What follows belongs to an exercise in optimizing a design on an open flow for small area, a short achievable clock period and few clock cycles per item; a production flow would make more cautious choices.
Where RTL was checked, it was by simulation tests only, not by an equivalence proof against the original.
Power is estimated from default activity; no workload was simulated.

==> flow/design.v <==
package lsra_pkg;
  localparam int MAX_REGS_DEF = 16;
  localparam int VAR_W      = 16;
  localparam int POINT_W    = 16;
  localparam int SLOT_W     = 16;
  localparam int REG_IDX_W  = 4;
  localparam int NUM_REGS_W = 5;
  localparam int CFG_AW = 3;
  localparam int CFG_DW = 32;
  localparam logic [NUM_REGS_W-1:0] NUM_REGS_RST = NUM_REGS_W'(16);
  localparam logic [SLOT_W-1:0]     SLOT_MAX     = '1;
  typedef enum logic [CFG_AW-3:0] {
    REG_NUM_REGS = 1'b0
  } cfg_reg_t;
  typedef struct packed {
    logic [VAR_W-1:0]     out_var;
    logic                 spilled;
    logic [REG_IDX_W-1:0] reg_index;
    logic [SLOT_W-1:0]    stack_slot;
    logic                 last;
  } result_t;
endpackage
module lsra_cfg (
  input  logic                                 clk,
  input  logic                                 rst_n,
  input  logic                                 psel,
  input  logic                                 penable,
  input  logic                                 pwrite,
  input  logic [lsra_pkg::CFG_AW-1:0]          paddr,
  input  logic [lsra_pkg::CFG_DW-1:0]          pwdata,
  output logic [lsra_pkg::CFG_DW-1:0]          prdata,
  output logic                                 pready,
  output logic [lsra_pkg::NUM_REGS_W-1:0]      num_regs
);
  logic [lsra_pkg::NUM_REGS_W-1:0] num_regs_r;
  logic [lsra_pkg::NUM_REGS_W-1:0] num_regs_nxt;
  logic [lsra_pkg::CFG_AW-3:0]     word;
  logic                            wr_en;
  assign pready   = 1'b1;
  assign word     = paddr[lsra_pkg::CFG_AW-1:2];
  assign wr_en    = psel & penable & pwrite;
  assign num_regs = num_regs_r;
  always_comb begin
    num_regs_nxt = num_regs_r;
    if (wr_en && (word == lsra_pkg::REG_NUM_REGS)) begin
      num_regs_nxt = pwdata[lsra_pkg::NUM_REGS_W-1:0];
    end
  end
  always_ff @(posedge clk) begin
    if (!rst_n) begin
      num_regs_r <= lsra_pkg::NUM_REGS_RST;
    end else begin
      num_regs_r <= num_regs_nxt;
    end
  end
  logic [lsra_pkg::NUM_REGS_W-1:0] rd_r;
  logic [lsra_pkg::NUM_REGS_W-1:0] rd_nxt;
  always_comb begin
    unique case (word)
      lsra_pkg::REG_NUM_REGS: rd_nxt = rst_n ? num_regs_nxt : lsra_pkg::NUM_REGS_RST;
      default:                rd_nxt = '0;
    endcase
  end
  always_ff @(posedge clk) begin
    rd_r <= rd_nxt;
  end
  assign prdata = lsra_pkg::CFG_DW'(rd_r);
endmodule
module lsra_ctrl #(
  parameter int MAX_REGS = lsra_pkg::MAX_REGS_DEF
) (
  input  logic                            clk,
  input  logic                            rst_n,
  input  logic [lsra_pkg::NUM_REGS_W-1:0] num_regs,
  input  logic                            in_valid,
  output logic                            in_ready,
  input  logic [lsra_pkg::VAR_W-1:0]      in_var_id,
  input  logic [lsra_pkg::POINT_W-1:0]    in_start_point,
  input  logic [lsra_pkg::POINT_W-1:0]    in_end_point,
  output logic                            out_valid,
  input  logic                            out_ready,
  output logic [lsra_pkg::VAR_W-1:0]      out_var,
  output logic                            out_spilled,
  output logic [lsra_pkg::REG_IDX_W-1:0]  out_reg_index,
  output logic [lsra_pkg::SLOT_W-1:0]     out_stack_slot,
  output logic                            out_last
);
  localparam int N   = 16;
  localparam int VW  = lsra_pkg::VAR_W;
  localparam int EPW = lsra_pkg::POINT_W;
  localparam int SW  = lsra_pkg::SLOT_W;
  localparam int QW  = VW + 2 + SW;
  logic           va_r;
  logic [VW-1:0]  avar_r;
  logic [EPW-1:0] astart_r;
  logic [EPW-1:0] aend_r;
  logic           vb_r;
  logic [VW-1:0]  bvar_r;
  logic [EPW-1:0] bend_r;
  logic [N-1:0]   vx_r;    
  logic [N-1:0]   gx_r;    
  logic [N-1:0]   valid_r;
  logic [EPW-1:0] tend_r [N];
  logic [VW-1:0]  tvar_r [N];
  logic [3:0]     rank_r [N];
  logic [N-1:0]   pw_r;
  logic [3:0]     pq_r;
  logic           ptop_r;
  logic [3:0]     er [N];
  logic [N-1:0]   valid_nx;
  logic [SW-1:0]  slot_r;
  logic [SW-1:0]  slot_inc;
  logic           pend2_r;
  logic [VW-1:0]  r2var_r;
  logic           hv_r, sv_r;
  logic [QW-1:0]  head_r, skid_r;
  logic           go, fire2, push, pop, move_ab, take;
  logic [N-1:0]   vexp, avail, below, gq, rg_oh, top_oh, w_oh;
  logic           grant, steal, spill, tg;
  logic [3:0]     rg, top;
  logic [3:0]     qnew;
  logic [VW-1:0]  top_var;
  logic [QW-1:0]  res;
  logic [N-1:0]   as_cmp, ae_cmp;
  logic           byp_s, byp_e;
  assign slot_inc = (slot_r == lsra_pkg::SLOT_MAX) ? slot_r : slot_r + 1'b1;
  assign go       = vb_r & ~pend2_r & ~sv_r;
  assign fire2    = pend2_r & ~sv_r;
  assign push     = go | fire2;
  assign pop      = hv_r & out_ready;
  assign move_ab  = va_r & (~vb_r | go);
  assign in_ready = ~va_r | ~vb_r | (~pend2_r & ~sv_r);
  assign take     = in_valid & in_ready;
  always_comb begin
    for (int r = 0; r < N; r++) begin
      below[r]  = 5'(r) < num_regs;
      er[r]     = pw_r[r] ? pq_r : rank_r[r];
      top_oh[r] = pw_r[r] ? ptop_r : (valid_r[r] & (rank_r[r] == 4'd0));
    end
  end
  assign vexp  = vx_r;
  assign avail = ~vexp & below;
  assign rg_oh = avail & (~avail + 1'b1);
  assign grant = |avail;
  assign gq    = gx_r;
  assign tg    = |(gq & top_oh);
  assign steal = ~grant & tg;
  assign spill = ~grant & ~tg;
  assign w_oh  = grant ? rg_oh : (tg ? top_oh : '0);
  assign valid_nx = go ? (vexp | rg_oh) : valid_r;
  always_comb begin
    rg = '0;
    for (int r = N - 1; r >= 0; r--) begin
      if (avail[r]) rg = 4'(r);
    end
  end
  always_comb begin
    top     = '0;
    top_var = '0;
    for (int r = 0; r < N; r++) begin
      top     = top | ({4{top_oh[r]}} & 4'(r));
      top_var = top_var | ({VW{top_oh[r]}} & tvar_r[r]);
    end
  end
  logic [N-1:0] cnt_t, rk_t;
  always_comb begin
    logic [N-1:0] x;
    logic         a, b;
    x = gq;
    for (int k = 2; k <= N; k = k * 2) begin
      for (int j = k / 2; j > 0; j = j / 2) begin
        for (int i = 0; i < N; i++) begin
          if (((i ^ j) > i)) begin
            a = x[i];
            b = x[i ^ j];
            if ((i & k) == 0) begin
              x[i]     = a | b;
              x[i ^ j] = a & b;
            end else begin
              x[i]     = a & b;
              x[i ^ j] = a | b;
            end
          end
        end
      end
    end
    cnt_t = x;
  end
  assign rk_t = grant ? cnt_t : {1'b0, cnt_t[N-1:1]};
  always_comb begin
    qnew[3] = rk_t[7];
    qnew[2] = (rk_t[3] & ~rk_t[7]) | rk_t[11];
    qnew[1] = (rk_t[1] & ~rk_t[3]) | (rk_t[5] & ~rk_t[7]) | (rk_t[9] & ~rk_t[11]) | rk_t[13];
    qnew[0] = (rk_t[0] & ~rk_t[1]) | (rk_t[2] & ~rk_t[3]) | (rk_t[4] & ~rk_t[5]) |
              (rk_t[6] & ~rk_t[7]) | (rk_t[8] & ~rk_t[9]) | (rk_t[10] & ~rk_t[11]) |
              (rk_t[12] & ~rk_t[13]) | rk_t[14];
  end
  always_comb begin
    if (grant)      res = {bvar_r, 1'b0, 1'b1, 12'd0, rg};
    else if (steal) res = {bvar_r, 1'b0, 1'b0, 12'd0, top};
    else            res = {bvar_r, 1'b1, 1'b1, slot_r};
    if (!go)        res = {r2var_r, 1'b1, 1'b1, slot_r};
  end
  always_comb begin
    for (int r = 0; r < N; r++) begin
      as_cmp[r] = tend_r[r] > astart_r;
      ae_cmp[r] = tend_r[r] > aend_r;
    end
  end
  assign byp_s = bend_r > astart_r;
  assign byp_e = bend_r > aend_r;
  always_ff @(posedge clk) begin
    if (!rst_n) begin
      va_r    <= 1'b0;
      vb_r    <= 1'b0;
      valid_r <= '0;
      pw_r    <= '0;
      slot_r  <= '0;
      pend2_r <= 1'b0;
      hv_r    <= 1'b0;
      sv_r    <= 1'b0;
    end else begin
      if (take)         va_r <= 1'b1;
      else if (move_ab) va_r <= 1'b0;
      if (move_ab)      vb_r <= 1'b1;
      else if (go)      vb_r <= 1'b0;
      if (go) begin
        pw_r    <= w_oh;
        valid_r <= valid_nx;
        pend2_r <= steal;
        if (spill) slot_r <= slot_inc;
      end else if (fire2) begin
        pend2_r <= 1'b0;
        slot_r  <= slot_inc;
      end
      if (pop) begin
        if (sv_r) begin
          sv_r <= 1'b0;
        end else begin
          hv_r <= push;
        end
      end else if (push) begin
        if (hv_r) sv_r <= 1'b1;
        else      hv_r <= 1'b1;
      end
    end
  end
  always_ff @(posedge clk) begin
    if (take) begin
      avar_r   <= in_var_id;
      astart_r <= in_start_point;
      aend_r   <= in_end_point;
    end
    if (move_ab) begin
      bvar_r <= avar_r;
      bend_r <= aend_r;
      for (int r = 0; r < N; r++) begin
        vx_r[r] <= valid_nx[r] & ((go && w_oh[r]) ? byp_s : as_cmp[r]);
        gx_r[r] <= valid_nx[r] & ((go && w_oh[r]) ? byp_s & byp_e : as_cmp[r] & ae_cmp[r]);
      end
    end
    if (go && steal) r2var_r <= top_var;
    if (pop) begin
      if (sv_r)      head_r <= skid_r;
      else if (push) head_r <= res;
    end else if (push) begin
      if (hv_r) skid_r <= res;
      else      head_r <= res;
    end
  end
  always_ff @(posedge clk) begin
    for (int r = 0; r < N; r++) begin
      if (go && w_oh[r]) begin
        tend_r[r] <= bend_r;
        tvar_r[r] <= bvar_r;
      end
      if (go) begin
        if (grant)      rank_r[r] <= er[r] + {3'd0, ~gq[r]};
        else if (steal) rank_r[r] <= er[r] - {3'd0, gq[r]};
        else            rank_r[r] <= er[r];
      end
    end
    if (go) begin
      pq_r   <= qnew;
      ptop_r <= grant ? ~cnt_t[0] : ~cnt_t[1];
    end
  end
  assign out_valid      = hv_r;
  assign out_var        = head_r[QW-1 -: VW];
  assign out_spilled    = head_r[SW+1];
  assign out_last       = head_r[SW];
  assign out_reg_index  = head_r[SW+1] ? 4'd0 : head_r[3:0];
  assign out_stack_slot = head_r[SW+1] ? head_r[SW-1:0] : '0;
endmodule
module linear_scan_register_allocator_unit #(
  parameter int MAX_REGS = lsra_pkg::MAX_REGS_DEF
) (
  input  logic                        clk,
  input  logic                        rst_n,
  input  logic                        in_valid,
  output logic                        in_ready,
  input  logic [lsra_pkg::VAR_W-1:0]   in_var_id,
  input  logic [lsra_pkg::POINT_W-1:0] in_start_point,
  input  logic [lsra_pkg::POINT_W-1:0] in_end_point,
  output logic                        out_valid,
  input  logic                        out_ready,
  output logic [lsra_pkg::VAR_W-1:0]   out_var,
  output logic                        out_spilled,
  output logic [lsra_pkg::REG_IDX_W-1:0] out_reg_index,
  output logic [lsra_pkg::SLOT_W-1:0]  out_stack_slot,
  output logic                        out_last,
  input  logic                        psel,
  input  logic                        penable,
  input  logic                        pwrite,
  input  logic [lsra_pkg::CFG_AW-1:0] paddr,
  input  logic [lsra_pkg::CFG_DW-1:0] pwdata,
  output logic [lsra_pkg::CFG_DW-1:0] prdata,
  output logic                        pready
);
  logic [lsra_pkg::NUM_REGS_W-1:0] num_regs;
  lsra_cfg u_cfg (
    .clk      (clk),
    .rst_n    (rst_n),
    .psel     (psel),
    .penable  (penable),
    .pwrite   (pwrite),
    .paddr    (paddr),
    .pwdata   (pwdata),
    .prdata   (prdata),
    .pready   (pready),
    .num_regs (num_regs)
  );
  lsra_ctrl #(
    .MAX_REGS (MAX_REGS)
  ) u_ctrl (
    .clk      (clk),
    .rst_n    (rst_n),
    .num_regs (num_regs),
    .in_valid       (in_valid),
    .in_ready       (in_ready),
    .in_var_id      (in_var_id),
    .in_start_point (in_start_point),
    .in_end_point   (in_end_point),
    .out_valid      (out_valid),
    .out_ready      (out_ready),
    .out_var        (out_var),
    .out_spilled    (out_spilled),
    .out_reg_index  (out_reg_index),
    .out_stack_slot (out_stack_slot),
    .out_last       (out_last)
  );
endmodule
Settings: LEC_CHECK=0, CAP_MARGIN=20, CORE_MARGIN=2, CORE_UTILIZATION=40, SETUP_SLACK_MARGIN=4.5, SLEW_MARGIN=20; clock period 8.0 ns.
run.sh (not shown) runs the stock make flow with config.mk's settings and CLKGATE_MAP_FILE= SYNTH_SCRIPT=/design/flow/synth_recipe.tcl, a recipe that flattens the netlist after the stock synthesis.
Edit:
--- a/flow/design.v
+++ b/flow/design.v
@@ -53,18 +53,12 @@
       num_regs_r <= num_regs_nxt;
     end
   end
-  logic [lsra_pkg::NUM_REGS_W-1:0] rd_r;
-  logic [lsra_pkg::NUM_REGS_W-1:0] rd_nxt;
   always_comb begin
     unique case (word)
-      lsra_pkg::REG_NUM_REGS: rd_nxt = rst_n ? num_regs_nxt : lsra_pkg::NUM_REGS_RST;
-      default:                rd_nxt = '0;
+      lsra_pkg::REG_NUM_REGS: prdata = lsra_pkg::CFG_DW'(num_regs_r);
+      default:                prdata = '0;
     endcase
   end
-  always_ff @(posedge clk) begin
-    rd_r <= rd_nxt;
-  end
-  assign prdata = lsra_pkg::CFG_DW'(rd_r);
 endmodule
 module lsra_ctrl #(
   parameter int MAX_REGS = lsra_pkg::MAX_REGS_DEF
@@ -89,7 +83,7 @@
   localparam int VW  = lsra_pkg::VAR_W;
   localparam int EPW = lsra_pkg::POINT_W;
   localparam int SW  = lsra_pkg::SLOT_W;
-  localparam int QW  = VW + 2 + SW;
+  localparam int QW  = VW + 2 + 4 + 4 + SW;
   logic           va_r;
   logic [VW-1:0]  avar_r;
   logic [EPW-1:0] astart_r;
@@ -107,7 +101,7 @@
   logic [3:0]     pq_r;
   logic           ptop_r;
   logic [3:0]     er [N];
-  logic [N-1:0]   valid_nx;
+  logic [N-1:0]   valid_nx, vv;
   logic [SW-1:0]  slot_r;
   logic [SW-1:0]  slot_inc;
   logic           pend2_r;
@@ -148,6 +142,7 @@
   assign spill = ~grant & ~tg;
   assign w_oh  = grant ? rg_oh : (tg ? top_oh : '0);
   assign valid_nx = go ? (vexp | rg_oh) : valid_r;
+  assign vv       = go ? vexp : valid_r;
   always_comb begin
     rg = '0;
     for (int r = N - 1; r >= 0; r--) begin
@@ -195,12 +190,7 @@
               (rk_t[6] & ~rk_t[7]) | (rk_t[8] & ~rk_t[9]) | (rk_t[10] & ~rk_t[11]) |
               (rk_t[12] & ~rk_t[13]) | rk_t[14];
   end
-  always_comb begin
-    if (grant)      res = {bvar_r, 1'b0, 1'b1, 12'd0, rg};
-    else if (steal) res = {bvar_r, 1'b0, 1'b0, 12'd0, top};
-    else            res = {bvar_r, 1'b1, 1'b1, slot_r};
-    if (!go)        res = {r2var_r, 1'b1, 1'b1, slot_r};
-  end
+  assign res = {go ? bvar_r : r2var_r, go & grant, go & tg, rg, top, slot_r};
   always_comb begin
     for (int r = 0; r < N; r++) begin
       as_cmp[r] = tend_r[r] > astart_r;
@@ -255,8 +245,8 @@
       bvar_r <= avar_r;
       bend_r <= aend_r;
       for (int r = 0; r < N; r++) begin
-        vx_r[r] <= valid_nx[r] & ((go && w_oh[r]) ? byp_s : as_cmp[r]);
-        gx_r[r] <= valid_nx[r] & ((go && w_oh[r]) ? byp_s & byp_e : as_cmp[r] & ae_cmp[r]);
+        vx_r[r] <= (go && w_oh[r]) ? byp_s : (vv[r] & as_cmp[r]);
+        gx_r[r] <= (go && w_oh[r]) ? (byp_s & byp_e) : (vv[r] & as_cmp[r] & ae_cmp[r]);
       end
     end
     if (go && steal) r2var_r <= top_var;
@@ -285,12 +275,16 @@
       ptop_r <= grant ? ~cnt_t[0] : ~cnt_t[1];
     end
   end
+  logic h_g, h_t, h_sp;
+  assign h_g  = head_r[SW+9];
+  assign h_t  = head_r[SW+8];
+  assign h_sp = ~h_g & ~h_t;
   assign out_valid      = hv_r;
   assign out_var        = head_r[QW-1 -: VW];
-  assign out_spilled    = head_r[SW+1];
-  assign out_last       = head_r[SW];
-  assign out_reg_index  = head_r[SW+1] ? 4'd0 : head_r[3:0];
-  assign out_stack_slot = head_r[SW+1] ? head_r[SW-1:0] : '0;
+  assign out_spilled    = h_sp;
+  assign out_last       = h_g | ~h_t;
+  assign out_reg_index  = h_g ? head_r[SW+7:SW+4] : (h_t ? head_r[SW+3:SW] : 4'd0);
+  assign out_stack_slot = h_sp ? head_r[SW-1:0] : '0;
 endmodule
 module linear_scan_register_allocator_unit #(
   parameter int MAX_REGS = lsra_pkg::MAX_REGS_DEF
Outcome: Worst setup slack degrades by 0.054 ns; first-iteration DRC count went down by a few percent; cell count went down slightly; cell area went down by a few percent; power went down by a few percent; hold slack improves by 0.0062 ns; sequential share of layout area went up by 1.6 points; area after synthesis stays flat; sequential power went up slightly; clock-buffer cell count went up by 7; core utilization went down by 0.97 points; combinational power went down by a few percent; register-to-register slack improves by 0.05 ns; global-route usage went down by 0.80 points.
Testbench counts after the change, summed over its fixed seeds: cycles 14,328, items 12,000.
Function not checked in the first run of this note: the RTL went through the layout flow alone.

## afterwards: timing with drivers on the ports
How much do the figures lean on ideal ports? The routed layouts below were timed once more, with nothing changed but the port constraints. Step 1 (the two cells are an assumption about what drives the block):
set clk [get_ports {clk}]
set_driving_cell -lib_cell sky130_fd_sc_hd__clkbuf_16 $clk
set_driving_cell -lib_cell sky130_fd_sc_hd__buf_2 [delete_from_list [all_inputs] $clk]
Step 2 adds t to the input delays and takes it off the output delays; t is the mean of the earliest and latest rising clock arrival at the registers after step 1. Input paths then give back, and output paths get back, about the clock's delay inside the block. a / b / c = no drivers / after step 1 / after step 2; a / b = the first two.
| run | shift t [ns] | setup slack, ns | latest minus earliest clock arrival (ns) |
|---|---|---|---|
| the first run | 0.750 | 4.482 / 4.450 / 4.339 | 0.034 / 0.034 |
| the second run | 0.732 | 4.428 / 4.358 / 4.330 | 0.077 / 0.076 |
After both steps setup and hold are still met in every run listed. For the first run, which loses most, drivers alone change the setup slack by -0.032 ns; drivers and shift together by -0.143 ns.
